Background: an optimization exercise with open tools, aiming at small area, a short achievable clock period and few clock cycles. Do not read the settings as production practice.
At most, simulation tests tie the RTL to the original design; equivalence was not proved.
No activity file was given, so power comes from the tool's default toggle rates.

==> flow/design.v <==
`timescale 1ns/1ps
package stream_pkg;
  typedef logic [32-1:0] word_t;
  typedef logic [16-1:0] sample_t;
  typedef logic [7:0] byte_t;
  typedef logic [$clog2(32)-1:0] lite_idx_t;
  typedef logic [$clog2(32)-1:0] ram_addr_t;
  typedef logic [7*16-1:0] offsets_t;
endpackage
`timescale 1ns/1ps
module sync_fifo #(
  parameter int WIDTH = 16
) (
  input  logic             bus_clk,
  input  logic             rst_n,
  input  logic             clear,
  input  logic             wr_en,
  input  logic [WIDTH-1:0] din,
  input  logic             rd_en,
  output logic [WIDTH-1:0] dout,
  output logic             full,
  output logic             empty
);
  logic [WIDTH-1:0] mem0;
  logic [WIDTH-1:0] mem1;
  logic             wr_ptr;
  logic             rd_ptr;
  logic             do_wr;
  logic             do_rd;
  assign do_wr = wr_en && !full;
  assign do_rd = rd_en && !empty;
  assign dout  = rd_ptr ? mem1 : mem0;
  always_ff @(posedge bus_clk)
  begin
    if (do_wr && !wr_ptr)
      mem0 <= din;
    if (do_wr && wr_ptr)
      mem1 <= din;
  end
  always_ff @(posedge bus_clk or negedge rst_n)
  begin
    if (!rst_n)
    begin
      wr_ptr <= 1'b0;
      rd_ptr <= 1'b0;
      full   <= 1'b0;
      empty  <= 1'b1;
    end
    else if (clear)
    begin
      wr_ptr <= 1'b0;
      rd_ptr <= 1'b0;
      full   <= 1'b0;
      empty  <= 1'b1;
    end
    else
    begin
      if (do_wr)
        wr_ptr <= !wr_ptr;
      if (do_rd)
        rd_ptr <= !rd_ptr;
      if (do_wr && !do_rd)
      begin
        empty <= 1'b0;
        full  <= !empty;
      end
      else if (do_rd && !do_wr)
      begin
        full  <= 1'b0;
        empty <= !full;
      end
    end
  end
endmodule
`timescale 1ns/1ps
module lite_regs (
  input  logic                 bus_clk,
  input  logic                 rst_n,
  input  logic                 bus_wren,
  input  logic [4-1:0] bus_wstrb,
  input  logic                 bus_rden,
  input  stream_pkg::lite_idx_t bus_addr,
  input  stream_pkg::word_t    bus_wr_data,
  output stream_pkg::word_t    bus_rd_data,
  output stream_pkg::offsets_t offsets
);
  stream_pkg::word_t        lane_mem [32];
  logic [32-1:0] written;
  logic [32-1:0] hit;
  logic [3:0]               dec_lo;
  logic [7:0]               dec_hi;
  stream_pkg::word_t        wr_masked;
  stream_pkg::word_t        rd_mux;
  always_comb
  begin
    for (int i = 0; i < 4; i++)
      dec_lo[i] = (bus_addr[1:0] == 2'(i));
    for (int i = 0; i < 8; i++)
      dec_hi[i] = (bus_addr[4:2] == 3'(i));
    for (int e = 0; e < 32; e++)
      hit[e] = dec_hi[e / 4] && dec_lo[e % 4];
  end
  always_comb
  begin
    for (int l = 0; l < 4; l++)
      wr_masked[8*l +: 8] = bus_wstrb[l] ? bus_wr_data[8*l +: 8] : 8'h00;
  end
  always_ff @(posedge bus_clk)
  begin
    for (int e = 0; e < 32; e++)
    begin
      for (int l = 0; l < 4; l++)
      begin
        if (bus_wren && hit[e] && (bus_wstrb[l] || !written[e]))
          lane_mem[e][8*l +: 8] <= wr_masked[8*l +: 8];
      end
    end
  end
  always_ff @(posedge bus_clk or negedge rst_n)
  begin
    if (!rst_n)
      written <= '0;
    else if (bus_wren)
      written <= written | hit;
  end
  always_comb
  begin
    rd_mux = '0;
    for (int e = 0; e < 32; e++)
      rd_mux = rd_mux | (lane_mem[e] & {32{hit[e] && written[e]}});
  end
  always_ff @(posedge bus_clk or negedge rst_n)
  begin
    if (!rst_n)
      bus_rd_data <= '0;
    else if (bus_rden)
      bus_rd_data <= rd_mux;
  end
  always_comb
  begin
    for (int k = 0; k < 7; k++)
      offsets[16*k +: 16] =
        written[k] ? lane_mem[k][16-1:0] : '0;
  end
endmodule
`timescale 1ns/1ps
module byte_ram (
  input  logic                  bus_clk,
  input  logic                  rst_n,
  input  logic                  wren,
  input  stream_pkg::byte_t     wdata,
  input  logic                  rden,
  input  stream_pkg::ram_addr_t addr,
  output stream_pkg::byte_t     rdata
);
  stream_pkg::byte_t mem [32];
  always_ff @(posedge bus_clk)
  begin
    if (wren)
      mem[addr] <= wdata;
  end
  always_ff @(posedge bus_clk or negedge rst_n)
  begin
    if (!rst_n)
      rdata <= '0;
    else if (rden)
      rdata <= mem[addr];
  end
endmodule
`timescale 1ns/1ps
module offset_stage (
  input  logic                 bus_clk,
  input  logic                 rst_n,
  input  logic                 restart,
  input  stream_pkg::offsets_t offsets,
  output stream_pkg::sample_t  sum
);
  logic [7-1:0] step;
  logic                      carry;
  stream_pkg::sample_t       pick;
  logic [8:0]                lo_next;
  always_comb
  begin
    pick = '0;
    for (int k = 0; k < 7; k++)
      pick = pick | (offsets[16*k +: 16] & {16{step[k]}});
  end
  assign lo_next = {1'b0, sum[7:0]} + {1'b0, pick[7:0]};
  always_ff @(posedge bus_clk or negedge rst_n)
  begin
    if (!rst_n)
    begin
      step  <= '0;
      carry <= 1'b0;
      sum   <= '0;
    end
    else if (restart)
    begin
      step  <= 7'(1);
      carry <= 1'b0;
      sum   <= '0;
    end
    else
    begin
      step      <= step << 1;
      carry     <= lo_next[8];
      sum[7:0]  <= lo_next[7:0];
      sum[15:8] <= sum[15:8] + pick[15:8] + 8'(carry);
    end
  end
endmodule
`timescale 1ns/1ps
module stream_chain (
  input  logic                 bus_clk,
  input  logic                 rst_n,
  input  logic                 w32_open,
  input  logic                 r32_open,
  input  logic                 w32_wren,
  input  stream_pkg::word_t    w32_data,
  input  logic                 r32_rden,
  input  stream_pkg::sample_t  offset_sum,
  output logic                 w32_full,
  output stream_pkg::word_t    r32_data,
  output logic                 r32_empty
);
  logic                flush;
  logic                pop;
  stream_pkg::sample_t head;
  stream_pkg::sample_t out_q;
  assign flush = !(w32_open && r32_open);
  assign pop   = r32_rden && !r32_empty && !flush;
  sync_fifo #(.WIDTH(16)) i_fifo (
    .bus_clk(bus_clk), .rst_n(rst_n), .clear(flush),
    .wr_en(w32_wren), .din(w32_data[16-1:0] + offset_sum),
    .rd_en(r32_rden), .dout(head), .full(w32_full), .empty(r32_empty)
  );
  always_ff @(posedge bus_clk or negedge rst_n)
  begin
    if (!rst_n)
      out_q <= '0;
    else if (pop)
      out_q <= head;
  end
  assign r32_data = {{(32 - 16){1'b0}}, out_q};
endmodule
`timescale 1ns/1ps
module stream_top (
  input  logic                   bus_clk,
  input  logic                   rst_n,
  input  logic                   w32_open,
  input  logic                   w32_wren,
  input  logic [31:0]            w32_data,
  input  logic                   r32_open,
  input  logic                   r32_rden,
  input  logic                   lite_wren,
  input  logic [3:0]             lite_wstrb,
  input  logic                   lite_rden,
  input  logic [31:0]            lite_addr,
  input  logic [31:0]            lite_wr_data,
  input  logic                   mem_wren,
  input  logic [7:0]             mem_wdata,
  input  logic                   mem_rden,
  input  logic [4:0]             mem_addr,
  output logic                   w32_full,
  output logic [31:0]            r32_data,
  output logic                   r32_empty,
  output logic [31:0]            lite_rd_data,
  output logic [7:0]             mem_rdata
);
  stream_pkg::offsets_t offsets;
  stream_pkg::sample_t  offset_sum;
  logic                 offsets_written;
  lite_regs i_lite_regs (
    .bus_clk(bus_clk), .rst_n(rst_n),
    .bus_wren(lite_wren), .bus_wstrb(lite_wstrb), .bus_rden(lite_rden),
    .bus_addr(lite_addr[6:2]),
    .bus_wr_data(lite_wr_data), .bus_rd_data(lite_rd_data),
    .offsets(offsets)
  );
  assign offsets_written = lite_wren && (lite_addr[6:2] < 5'(7));
  offset_stage i_sum (
    .bus_clk(bus_clk), .rst_n(rst_n), .restart(offsets_written),
    .offsets(offsets), .sum(offset_sum)
  );
  byte_ram i_byte_ram (
    .bus_clk(bus_clk), .rst_n(rst_n), .wren(mem_wren), .wdata(mem_wdata),
    .rden(mem_rden), .addr(mem_addr), .rdata(mem_rdata)
  );
  stream_chain i_chain (
    .bus_clk(bus_clk), .rst_n(rst_n), .w32_open(w32_open), .r32_open(r32_open),
    .w32_wren(w32_wren), .w32_data(w32_data), .r32_rden(r32_rden),
    .offset_sum(offset_sum), .w32_full(w32_full), .r32_data(r32_data),
    .r32_empty(r32_empty)
  );
endmodule
make LEC_CHECK=0 CAP_MARGIN=20 CORE_MARGIN=2 CORE_UTILIZATION=40 SETUP_SLACK_MARGIN=2.5 SLEW_MARGIN=20 finish   # period 5.0 ns
run.sh (not shown) runs the stock make flow with config.mk's settings and CLKGATE_MAP_FILE= SYNTH_SCRIPT=/design/flow/synth_recipe.tcl, a recipe that flattens the netlist after the stock synthesis.
Testbench counts at the start, summed over its fixed seeds: cycles 2,056.
Change:
--- a/flow/design.v
+++ b/flow/design.v
@@ -174,39 +174,45 @@
   input  logic                 restart,
   input  stream_pkg::offsets_t offsets,
   output stream_pkg::sample_t  sum
 );
+  localparam int SLICES = 16 / 4;
   logic [7-1:0] step;
-  logic                      carry;
+  logic [SLICES-2:0]         carry;
   stream_pkg::sample_t       pick;
-  logic [8:0]                lo_next;
+  logic [4:0]                slice_next [SLICES];
   always_comb
   begin
     pick = '0;
     for (int k = 0; k < 7; k++)
       pick = pick | (offsets[16*k +: 16] & {16{step[k]}});
-  end
-  assign lo_next = {1'b0, sum[7:0]} + {1'b0, pick[7:0]};
+    for (int s = 0; s < SLICES; s++)
+      slice_next[s] = {1'b0, sum[4*s +: 4]} + {1'b0, pick[4*s +: 4]} +
+                      5'((s > 0) ? carry[(s > 0) ? s-1 : 0] : 1'b0);
+  end
   always_ff @(posedge bus_clk or negedge rst_n)
   begin
     if (!rst_n)
     begin
       step  <= '0;
-      carry <= 1'b0;
+      carry <= '0;
       sum   <= '0;
     end
     else if (restart)
     begin
       step  <= 7'(1);
-      carry <= 1'b0;
+      carry <= '0;
       sum   <= '0;
     end
     else
     begin
-      step      <= step << 1;
-      carry     <= lo_next[8];
-      sum[7:0]  <= lo_next[7:0];
-      sum[15:8] <= sum[15:8] + pick[15:8] + 8'(carry);
+      step <= step << 1;
+      for (int s = 0; s < SLICES; s++)
+      begin
+        sum[4*s +: 4] <= slice_next[s][3:0];
+        if (s < SLICES - 1)
+          carry[s] <= slice_next[s][4];
+      end
     end
   end
 endmodule
 `timescale 1ns/1ps
Effect: The changed run finished clean; cell count is higher slightly; synthesized cell count rises slightly; fmax climbs by a few percent; utilization is lower by 0.99 points; final area decreases slightly; global-route usage is higher by 0.36 points; clock power is about the same; hold slack loses 0.012 ns; worst setup slack gains 0.059 ns; sequential power barely changes; wire length goes up slightly.
Testbench counts after the change, summed over its fixed seeds: cycles 2,056.

========
Setup of the baseline:
Another version of the RTL of stream_top (not shown whole).
For scale: roughly 1400 flip-flops, roughly 200 I/O pins.
==> module lite_regs, before the edit <==
module lite_regs (
  input  logic                 bus_clk,
  input  logic                 rst_n,
  input  logic                 bus_wren,
  input  logic [4-1:0] bus_wstrb,
  input  logic                 bus_rden,
  input  stream_pkg::lite_idx_t bus_addr,
  input  stream_pkg::word_t    bus_wr_data,
  output stream_pkg::word_t    bus_rd_data,
  output stream_pkg::offsets_t offsets
);
  stream_pkg::word_t        lane_mem [32];
  logic [32-1:0] written;
  logic [32-1:0] hit;
  logic [3:0]               dec_lo;
  logic [7:0]               dec_hi;
  stream_pkg::word_t        wr_masked;
  stream_pkg::word_t        rd_mux;
  always_comb
  begin
    for (int i = 0; i < 4; i++)
      dec_lo[i] = (bus_addr[1:0] == 2'(i));
    for (int i = 0; i < 8; i++)
      dec_hi[i] = (bus_addr[4:2] == 3'(i));
    for (int e = 0; e < 32; e++)
      hit[e] = dec_hi[e / 4] && dec_lo[e % 4];
  end
  always_comb
  begin
    for (int l = 0; l < 4; l++)
      wr_masked[8*l +: 8] = bus_wstrb[l] ? bus_wr_data[8*l +: 8] : 8'h00;
  end
  always_ff @(posedge bus_clk)
  begin
    for (int e = 0; e < 32; e++)
    begin
      for (int l = 0; l < 4; l++)
      begin
        if (bus_wren && hit[e] && (bus_wstrb[l] || !written[e]))
          lane_mem[e][8*l +: 8] <= wr_masked[8*l +: 8];
      end
    end
  end
  always_ff @(posedge bus_clk or negedge rst_n)
  begin
    if (!rst_n)
      written <= '0;
    else if (bus_wren)
      written <= written | hit;
  end
  always_comb
  begin
    rd_mux = '0;
    for (int e = 0; e < 32; e++)
      rd_mux = rd_mux | (lane_mem[e] & {32{hit[e] && written[e]}});
  end
  always_ff @(posedge bus_clk or negedge rst_n)
  begin
    if (!rst_n)
      bus_rd_data <= '0;
    else if (bus_rden)
      bus_rd_data <= rd_mux;
  end
  always_comb
  begin
    for (int k = 0; k < 7; k++)
      offsets[16*k +: 16] =
        written[k] ? lane_mem[k][16-1:0] : '0;
  end
endmodule
==> flow/config.mk <==
export PLATFORM = sky130hd
export DESIGN_NAME = stream_top
export DESIGN_NICKNAME = stream_top
export VERILOG_FILES = /design/flow/design.v
export SDC_FILE = /design/flow/constraint.sdc
export NUM_CORES = 4
export LEC_CHECK = 0
export CAP_MARGIN = 20
export CORE_MARGIN = 2
export CORE_UTILIZATION = 60
export CTS_BUF_LIST = sky130_fd_sc_hd__clkbuf_16
export CTS_CLUSTER_DIAMETER = 100
export CTS_CLUSTER_SIZE = 20
export SETUP_SLACK_MARGIN = 2.5
export SLEW_MARGIN = 20
==> flow/constraint.sdc <==
create_clock -name core_clock -period 5.0 [get_ports {bus_clk}]
set_input_delay 1.0000 -clock core_clock [delete_from_list [all_inputs] [get_ports {bus_clk}]]
set_output_delay 1.0000 -clock core_clock [all_outputs]
set_load 0.01 [all_outputs]
Having completed the whole flow, the baseline delivered a layout that passed the timing, DRC and antenna checks.
Testbench counts of the baseline, summed over its fixed seeds: cycles 2,056.
The inputs of the candidate differ from those of the baseline as listed below.
--- a/flow/design.v
+++ b/flow/design.v
@@ -123,16 +123,11 @@
     if (!rst_n)
       written <= '0;
     else if (bus_wren)
       written <= written | hit;
   end
-  always_comb
-  begin
-    rd_mux = '0;
-    for (int e = 0; e < 32; e++)
-      rd_mux = rd_mux | (lane_mem[e] & {32{hit[e] && written[e]}});
-  end
+  assign rd_mux = written[bus_addr] ? lane_mem[bus_addr] : '0;
   always_ff @(posedge bus_clk or negedge rst_n)
   begin
     if (!rst_n)
       bus_rd_data <= '0;
     else if (bus_rden)
Findings:
Internal power, the candidate vs the baseline: up slightly
The candidate vs the baseline: die area up slightly
Run comparison: the candidate highest metal layer with signal wires met4; the baseline highest metal layer with signal wires met5
Delta(multi-input gate area in the final layout, the candidate - the baseline) > 0
Reported for the baseline and the candidate, register bit count reported by yosys turned out identical to the last digit.
On setup slack, the baseline and the candidate are basically level.
The baseline → the candidate: mean area per synthesized cell fell about 5%, global routing usage on met1 +0.17 points.
Compared with the baseline, the candidate degrades total power draw.
Against the baseline, first-pass GRT wire length in the candidate rose by a few percent.
Area growth from synthesis to layout, the baseline and the candidate: smaller value in the baseline
Function not checked in the candidate: the RTL went through the layout flow alone.

separate check: timing with driven ports:
The results above use ideal ports. As a check the final layouts listed here were re-extracted and re-timed, cells and wires unchanged.
Step 1 sets driving cells, clkbuf_16 on the clock port and buf_2 on the other inputs (assumed; they add their load-dependent delay and slew).
Step 2 also shifts input and output timing later by t, the mid clock arrival at the registers, as if the neighbouring blocks saw the same clock.
Slacks: no drivers / after step 1 / after step 2; pairs: no drivers / after step 1.
run | t (ns) | setup WS [ns] | worst slew at a driven data input, ns | pins driven straight from the clock port
the first run of note 1 | 0.841 | 2.377 / 2.390 / 1.592 | 0.12 | 1
the second run of note 1 | 0.844 | 2.437 / 2.405 / 1.561 | 0.11 | 1
the baseline | 0.760 | 2.437 / 2.431 / 1.671 | 0.09 | 1
the candidate | 0.750 | 2.436 / 2.416 / 1.667 | 0.18 | 1
After both steps setup and hold are still met in every run listed. For the second run of note 1, which loses most, drivers alone change the setup slack by -0.032 ns; drivers and shift together by -0.876 ns.
